This is an optimization exercise on Yosys and OpenROAD, whose aim is small area and a short achievable clock period, not a production implementation.
In this exercise RTL edits were held to simulation tests only and were not proved equivalent to the original.
The clock input has no modelled driver; a real chip could not lean on it and would need a root buffer or a full tree.
Power and IR drop assume default switching activity.

Design frame_detector, start of the top module:
module frame_detector #(
  parameter int FIFO_DEPTH = 4
) (
  input  logic        clk_in,
  input  logic        rst_n,
  input  logic [15:0] data_in,
  output logic        data_out_ch1, data_out_ch2, data_out_ch3, data_out_ch4,
  output logic        data_out_ch5, data_out_ch6, data_out_ch7, data_out_ch8,
  output logic        data_vld_ch1, data_vld_ch2, data_vld_ch3, data_vld_ch4,
  output logic        data_vld_ch5, data_vld_ch6, data_vld_ch7, data_vld_ch8,
  output logic        fifo_empty,
  output logic        fifo_full,
  output logic        crc_valid_o,
  output logic        crc_err
);
  localparam logic [15:0] HEADER_WORD  = frame_detector_pkg::HEADER_WORD;
  localparam logic [15:0] TRAILER_WORD = frame_detector_pkg::TRAILER_WORD;
  localparam int          MAX_WORDS    = frame_detector_pkg::MAX_WORDS;
  localparam int          NSLOT        = FIFO_DEPTH + 1;
  localparam logic [2:0]  P_SKIP       = frame_detector_pkg::P_SKIP;
  localparam logic [2:0]  P_HUNT       = frame_detector_pkg::P_HUNT;
  localparam logic [2:0]  P_HDR2       = frame_detector_pkg::P_HDR2;
  localparam logic [2:0]  P_CHAN       = frame_detector_pkg::P_CHAN;
  localparam logic [2:0]  P_BODY       = frame_detector_pkg::P_BODY;
  localparam logic [2:0]  P_CHECK      = frame_detector_pkg::P_CHECK;
  function automatic logic onehot4(input logic [3:0] x);
    onehot4 = ((x[0] ^ x[1]) && !(x[2] || x[3])) || ((x[2] ^ x[3]) && !(x[0] || x[1]));
  endfunction
  function automatic logic [15:0] crc16_step(input logic [15:0] crc, input logic [15:0] word);
    logic [15:0] c;
    c = crc ^ word;
    for (int i = 0; i < 16; i++) begin
      c = c[15] ? ({c[14:0], 1'b0} ^ 16'h1021) : {c[14:0], 1'b0};
    end
    crc16_step = c;
  endfunction
  localparam logic [15:0] CRC_GOOD = crc16_step(16'h0000, TRAILER_WORD);
  logic [15:0]      r_d;
  logic [2:0]       r_pstate, w_pnext;
  logic [3:0]       r_cnt;
  ...
Size: roughly 1,400 cells after synthesis, roughly 800 flip-flops, ~22,000 sq um of cells after synthesis.
==> flow/config.mk <==
export PLATFORM = sky130hd
export DESIGN_NAME = frame_detector
export DESIGN_NICKNAME = frame_detector
export VERILOG_FILES = /design/flow/design.v
export SDC_FILE = /design/flow/constraint.sdc
export NUM_CORES = 4
export LEC_CHECK = 0
export CAP_MARGIN = 20
export CORE_MARGIN = 2
export CORE_UTILIZATION = 40
export PLACE_DENSITY = 0.6
export SLEW_MARGIN = 20
==> flow/constraint.sdc <==
create_clock -name core_clock -period 14.0 [get_ports {clk_in}]
set_input_delay 2.8000 -clock core_clock [delete_from_list [all_inputs] [get_ports {clk_in}]]
set_output_delay 2.8000 -clock core_clock [all_outputs]
set_load 0.01 [all_outputs]
standard.sh (not shown) runs the stock make flow with config.mk's settings and CLKGATE_MAP_FILE= SYNTH_SCRIPT=/design/flow/synth_recipe.tcl, a recipe that flattens the netlist after the stock synthesis.
==> flow/flow/run.sh <==
#!/bin/bash
set -euo pipefail
bash standard.sh \
  SETUP_SLACK_MARGIN=10.4 \
  CTS_CLUSTER_SIZE=25 CTS_CLUSTER_DIAMETER=100 \
  CORE_UTILIZATION=58 PLACE_DENSITY=0.75 \
  POST_CTS_TCL="$PWD/flow/post_cts.tcl" \
  CAP_MARGIN=5 SLEW_MARGIN=5 \
  BUFFER_PORTS_ARGS="-buffer_cell sky130_fd_sc_hd__buf_2" \
  finish > standard_finish.log 2>&1
==> flow/flow/post_cts.tcl <==
set block [ord::get_db_block]
set clk_port [expr {[info exists ::env(FLOW_CLK_PORT)] ? $::env(FLOW_CLK_PORT) : "clk_in"}]
set clk_net [$block findNet $clk_port]
set iterms [$clk_net getITerms]
if {[llength $iterms] == 1} {
  set root [[lindex $iterms 0] getInst]
  set master [[$root getMaster] getName]
  set out_net [[$root findITerm X] getNet]
  set sinks {}
  foreach it [$out_net getITerms] {
    if {[$it getInst] ne $root} { lappend sinks $it }
  }
  set ok [expr {[string match "*clkbuf*" $master] && [llength $sinks] <= 4}]
  foreach it $sinks {
    if {![string match "*clkbuf*" [[[$it getInst] getMaster] getName]]} { set ok 0 }
  }
  if {$ok} {
    puts "post_cts: removing root buffer [$root getName] ($master), port now feeds [llength $sinks] buffers"
    foreach it $sinks {
      $it disconnect
      $it connect $clk_net
    }
    odb::dbInst_destroy $root
    odb::dbNet_destroy $out_net
  } else {
    puts "post_cts: root buffer kept"
  }
}
Edit:
==> flow/flow/run.sh (replaced) <==
#!/bin/bash
set -euo pipefail
bash standard.sh SETUP_SLACK_MARGIN=10.4 CTS_CLUSTER_SIZE=30 CTS_CLUSTER_DIAMETER=120 CORE_UTILIZATION=50 PLACE_DENSITY=0.7 POST_CTS_TCL=$PWD/flow/post_cts.tcl finish > standard_finish.log 2>&1
Result: Cell count grows by about 6%. Cell area increases by 0.32%. Power came out lower by about 2.2%. Combinational power stays flat. Die area went up by 16%.
Edit:
==> flow/flow/run.sh (replaced) <==
#!/bin/bash
set -euo pipefail
bash standard.sh \
  SETUP_SLACK_MARGIN=10.4 \
  CTS_CLUSTER_SIZE=25 CTS_CLUSTER_DIAMETER=100 \
  CORE_UTILIZATION=58 PLACE_DENSITY=0.75 \
  POST_CTS_TCL="$PWD/flow/post_cts.tcl" \
  BUFFER_PORTS_ARGS="-buffer_cell sky130_fd_sc_hd__buf_2" \
  finish > standard_finish.log 2>&1
Effect: Total power climbs by a few percent. Cell count drops by a few percent. Utilization climbs by 9.1 points. Synthesized cell count is unchanged. Routed wire length is about the same.
Edit:
==> flow/flow/run.sh (replaced) <==
#!/bin/bash
set -euo pipefail
bash standard.sh SETUP_SLACK_MARGIN=10.4 CTS_CLUSTER_SIZE=25 CTS_CLUSTER_DIAMETER=100 CORE_UTILIZATION=65 PLACE_DENSITY=0.8 POST_CTS_TCL=$PWD/flow/post_cts.tcl finish > standard_finish.log 2>&1
After rerunning: Power rises slightly. Die area is lower by roughly a tenth. Via count climbs slightly. Area after synthesis does not change. Register-to-register slack got worse by 0.06 ns. Worst hold slack is worse by 0.0069 ns. Critical path depth stays the same. Wire length increases slightly.

---

## run A
frame_detector again, from the RTL that the note above started with.
export LEC_CHECK = 0
export CAP_MARGIN = 20
export CORE_MARGIN = 2
export CORE_UTILIZATION = 40
export PLACE_DENSITY = 0.6
export SLEW_MARGIN = 20
create_clock -name core_clock -period 14.0 [get_ports {clk_in}]
==> flow/flow/run.sh <==
#!/bin/bash
# The standard layout (standard synthesis unchanged), with:
#  - timing repair asked for more setup slack than the clock needs, so the
#    resizer works on the paths that set the achieved period (same SDC);
#  - larger clock-sink clusters on a denser floorplan;
#  - ports buffered with buf_2 (the resizer still upsizes where timing needs).
# The make output goes to standard_finish.log; ORFS keeps each step's log
# under orfs/logs.
set -euo pipefail
bash standard.sh \
  SETUP_SLACK_MARGIN=10.4 \
  CTS_CLUSTER_SIZE=25 CTS_CLUSTER_DIAMETER=100 \
  CORE_UTILIZATION=58 PLACE_DENSITY=0.75 \
  POST_CTS_TCL="$PWD/flow/post_cts.tcl" \
  BUFFER_PORTS_ARGS="-buffer_cell sky130_fd_sc_hd__buf_2" \
  finish > standard_finish.log 2>&1
==> flow/flow/post_cts.tcl <==
# After CTS:
# 2. If then every clock path is port -> first-level buffer -> leaf buffer ->
#    register, turn both levels of clkbuf_16 into clkinv_16: two inversions
#    keep the clock's polarity with less delay. Then legalize placement.
set block [ord::get_db_block]
set clk_port [expr {[info exists ::env(FLOW_CLK_PORT)] ? $::env(FLOW_CLK_PORT) : "clk_in"}]
set clk_net [$block findNet $clk_port]

proc is_clkbuf {inst} { string match "sky130_fd_sc_hd__clkbuf_*" [[$inst getMaster] getName] }
proc out_net {inst} {
  foreach it [$inst getITerms] {
    if {[$it isOutputSignal]} {
      set n [$it getNet]
      if {$n eq "NULL"} { return "" }
      return $n
    }
  }
  return ""
}
proc loads {net drv} {
  set r {}
  foreach it [$net getITerms] {
    if {[$it getInst] ne $drv && [$it isInputSignal]} { lappend r $it }
  }
  return $r
}

set iterms [$clk_net getITerms]
if {[llength $iterms] == 1} {
  set root [[lindex $iterms 0] getInst]
  set onet [out_net $root]
  set sinks [loads $onet $root]
  set ok [expr {[is_clkbuf $root] && [llength $sinks] <= 4}]
  foreach it $sinks { if {![is_clkbuf [$it getInst]]} { set ok 0 } }
  if {$ok} {
    puts "post_cts: removing root buffer [$root getName], port now feeds [llength $sinks] buffers"
    foreach it $sinks { $it disconnect; $it connect $clk_net }
    odb::dbInst_destroy $root
    odb::dbNet_destroy $onet
  } else {
    puts "post_cts: root buffer kept"
  }
}

# classify the clock tree
set l1 {}
set leaves {}
set ok 1
foreach it [$clk_net getITerms] {
  set inst [$it getInst]
  if {![is_clkbuf $inst]} { set ok 0; break }
  lappend l1 $inst
}
if {$ok && [llength $l1] > 4} { set ok 0 }
if {$ok} {
  foreach b $l1 {
    set n [out_net $b]
    foreach it [loads $n $b] {
      set inst [$it getInst]
      set m [[$inst getMaster] getName]
      if {[out_net $inst] eq ""} { continue } ;# dummy load
      if {$m ne "sky130_fd_sc_hd__clkbuf_16"} { set ok 0; break }
      lappend leaves $inst
    }
  }
}
if {$ok} {
  foreach b $leaves {
    set n [out_net $b]
    foreach it [loads $n $b] {
      set inst [$it getInst]
      set m [[$inst getMaster] getName]
      if {[out_net $inst] eq ""} { continue }
      if {![string match "sky130_fd_sc_hd__df*" $m] && ![string match "sky130_fd_sc_hd__edf*" $m]} { set ok 0; break }
    }
  }
}
foreach b $l1 { if {[[$b getMaster] getName] ne "sky130_fd_sc_hd__clkbuf_16"} { set ok 0 } }
if {$ok} {
  set inv [[ord::get_db] findMaster sky130_fd_sc_hd__clkinv_16]
  set k 0
  foreach b [concat $l1 $leaves] {
    set in_net [[$b findITerm A] getNet]
    set o_net [[$b findITerm X] getNet]
    set loc [$b getLocation]
    set orient [$b getOrient]
    set name [$b getName]
    odb::dbInst_destroy $b
    set ni [odb::dbInst_create $block $inv "${name}_inv"]
    $ni setLocation [lindex $loc 0] [lindex $loc 1]
    $ni setOrient $orient
    $ni setPlacementStatus PLACED
    [$ni findITerm A] connect $in_net
    [$ni findITerm Y] connect $o_net
    incr k
  }
  puts "post_cts: [llength $l1] first-level and [llength $leaves] leaf clock buffers made inverters"
  detailed_placement
  check_placement -verbose
} else {
  puts "post_cts: clock tree left as buffers"
}
Run A reached the end of the flow, and the finished layout is clean on the timing, DRC and antenna checks.
> inputs changed (run A -> run B)
--- a/flow/flow/post_cts.tcl
+++ b/flow/flow/post_cts.tcl
@@ -12,5 +12 @@
-    if {[$it isOutputSignal]} {
-      set n [$it getNet]
-      if {$n eq "NULL"} { return "" }
-      return $n
-    }
+    if {[$it isOutputSignal]} { return [$it getNet] }
@@ -61 +57 @@
-      if {[out_net $inst] eq ""} { continue } ;# dummy load
+      if {$m eq "sky130_fd_sc_hd__clkbuf_1" && [out_net $inst] eq ""} { continue } ;# dummy load
@@ -73 +69 @@
-      if {[out_net $inst] eq ""} { continue }
+      if {$m eq "sky130_fd_sc_hd__clkbuf_1" && [out_net $inst] eq ""} { continue }
@@ -81,16 +77 @@
-  set k 0
-  foreach b [concat $l1 $leaves] {
-    set in_net [[$b findITerm A] getNet]
-    set o_net [[$b findITerm X] getNet]
-    set loc [$b getLocation]
-    set orient [$b getOrient]
-    set name [$b getName]
-    odb::dbInst_destroy $b
-    set ni [odb::dbInst_create $block $inv "${name}_inv"]
-    $ni setLocation [lindex $loc 0] [lindex $loc 1]
-    $ni setOrient $orient
-    $ni setPlacementStatus PLACED
-    [$ni findITerm A] connect $in_net
-    [$ni findITerm Y] connect $o_net
-    incr k
-  }
+  foreach b [concat $l1 $leaves] { $b swapMaster $inv }
==> summary.txt <==
In run B, worst hold slack is higher than in run A. For the final worst-path cycle share, run B came in 0.64 points higher than run A did. Between run A and run B, remaining max-slew budget at the tightest pin decreased. From run A to run B the numbers moved as follows: share of the core filled with cells went down by 0.43 points; global routing usage summed across all routing layers neither gained nor lost much. Run B and run A ended up with nearly the same global-route wire length before repair.
Inputs modified between run B and run C:
--- a/flow/flow/post_cts.tcl
+++ b/flow/flow/post_cts.tcl
@@ -12 +12,5 @@
-    if {[$it isOutputSignal]} { return [$it getNet] }
+    if {[$it isOutputSignal]} {
+      set n [$it getNet]
+      if {$n eq "NULL"} { return "" }
+      return $n
+    }
@@ -57 +61 @@
-      if {$m eq "sky130_fd_sc_hd__clkbuf_1" && [out_net $inst] eq ""} { continue } ;# dummy load
+      if {[out_net $inst] eq ""} { continue } ;# dummy load
@@ -69 +73 @@
-      if {$m eq "sky130_fd_sc_hd__clkbuf_1" && [out_net $inst] eq ""} { continue }
+      if {[out_net $inst] eq ""} { continue }
### Flow results
On first-pass GRT wire length, run B and run C are neck and neck. Diff run B -> run C: power dissipated in sequential cells neither gained nor lost much; highest ir drop seen on vdd flat; worst setup slack did not really move; netlist area before placement did not really move. Number of gates on the worst path with buffers counted: run B vs run C, no meaningful difference. From run B to run C, count of cells along the worst hold path did not move at all. Number of max-slew violations in the final report came out exactly the same in run B and run C. Reported for run B and run C, total power turned out identical to the last digit. The final cell count without fillers on run B is in line with that on run C. Run B -> run C: required time of the critical path flat.

[separate check: timing with driven ports]
The flow's constraints put no driver on any port. The routed layouts listed below were extracted and timed again, unchanged, in two steps.
Step 1, drivers: a clkbuf_16 drives clk_in and a buf_2 each remaining input, both assumed.
Step 2, shift: input delay + t, output delay - t, t = (earliest + latest rising clock arrival at the registers) / 2. This alone moves slack from input paths to output paths.
Three values: ideal ports, drivers, drivers and shift; two values: the first two.
run	shift t [ns]	slack for setup (ns)	clock arrival spread, ns
the first run of note 1	0.483	10.341 / 10.237 / 10.153	0.029 / 0.029
the second run of note 1	0.530	10.244 / 10.176 / 10.159	0.030 / 0.029
the third run of note 1	0.483	10.341 / 10.237 / 10.153	0.029 / 0.029
the fourth run of note 1	0.477	10.329 / 10.235 / 10.118	0.034 / 0.034
run A	0.540	10.431 / 10.197 / 10.164	0.055 / 0.056
run B	0.483	10.341 / 10.237 / 10.153	0.029 / 0.029
run C	0.483	10.341 / 10.237 / 10.153	0.029 / 0.029
After both steps every run listed still meets setup and hold. The setup slack of run A, which loses most, moves by -0.234 ns with the drivers and by -0.267 ns with both steps.
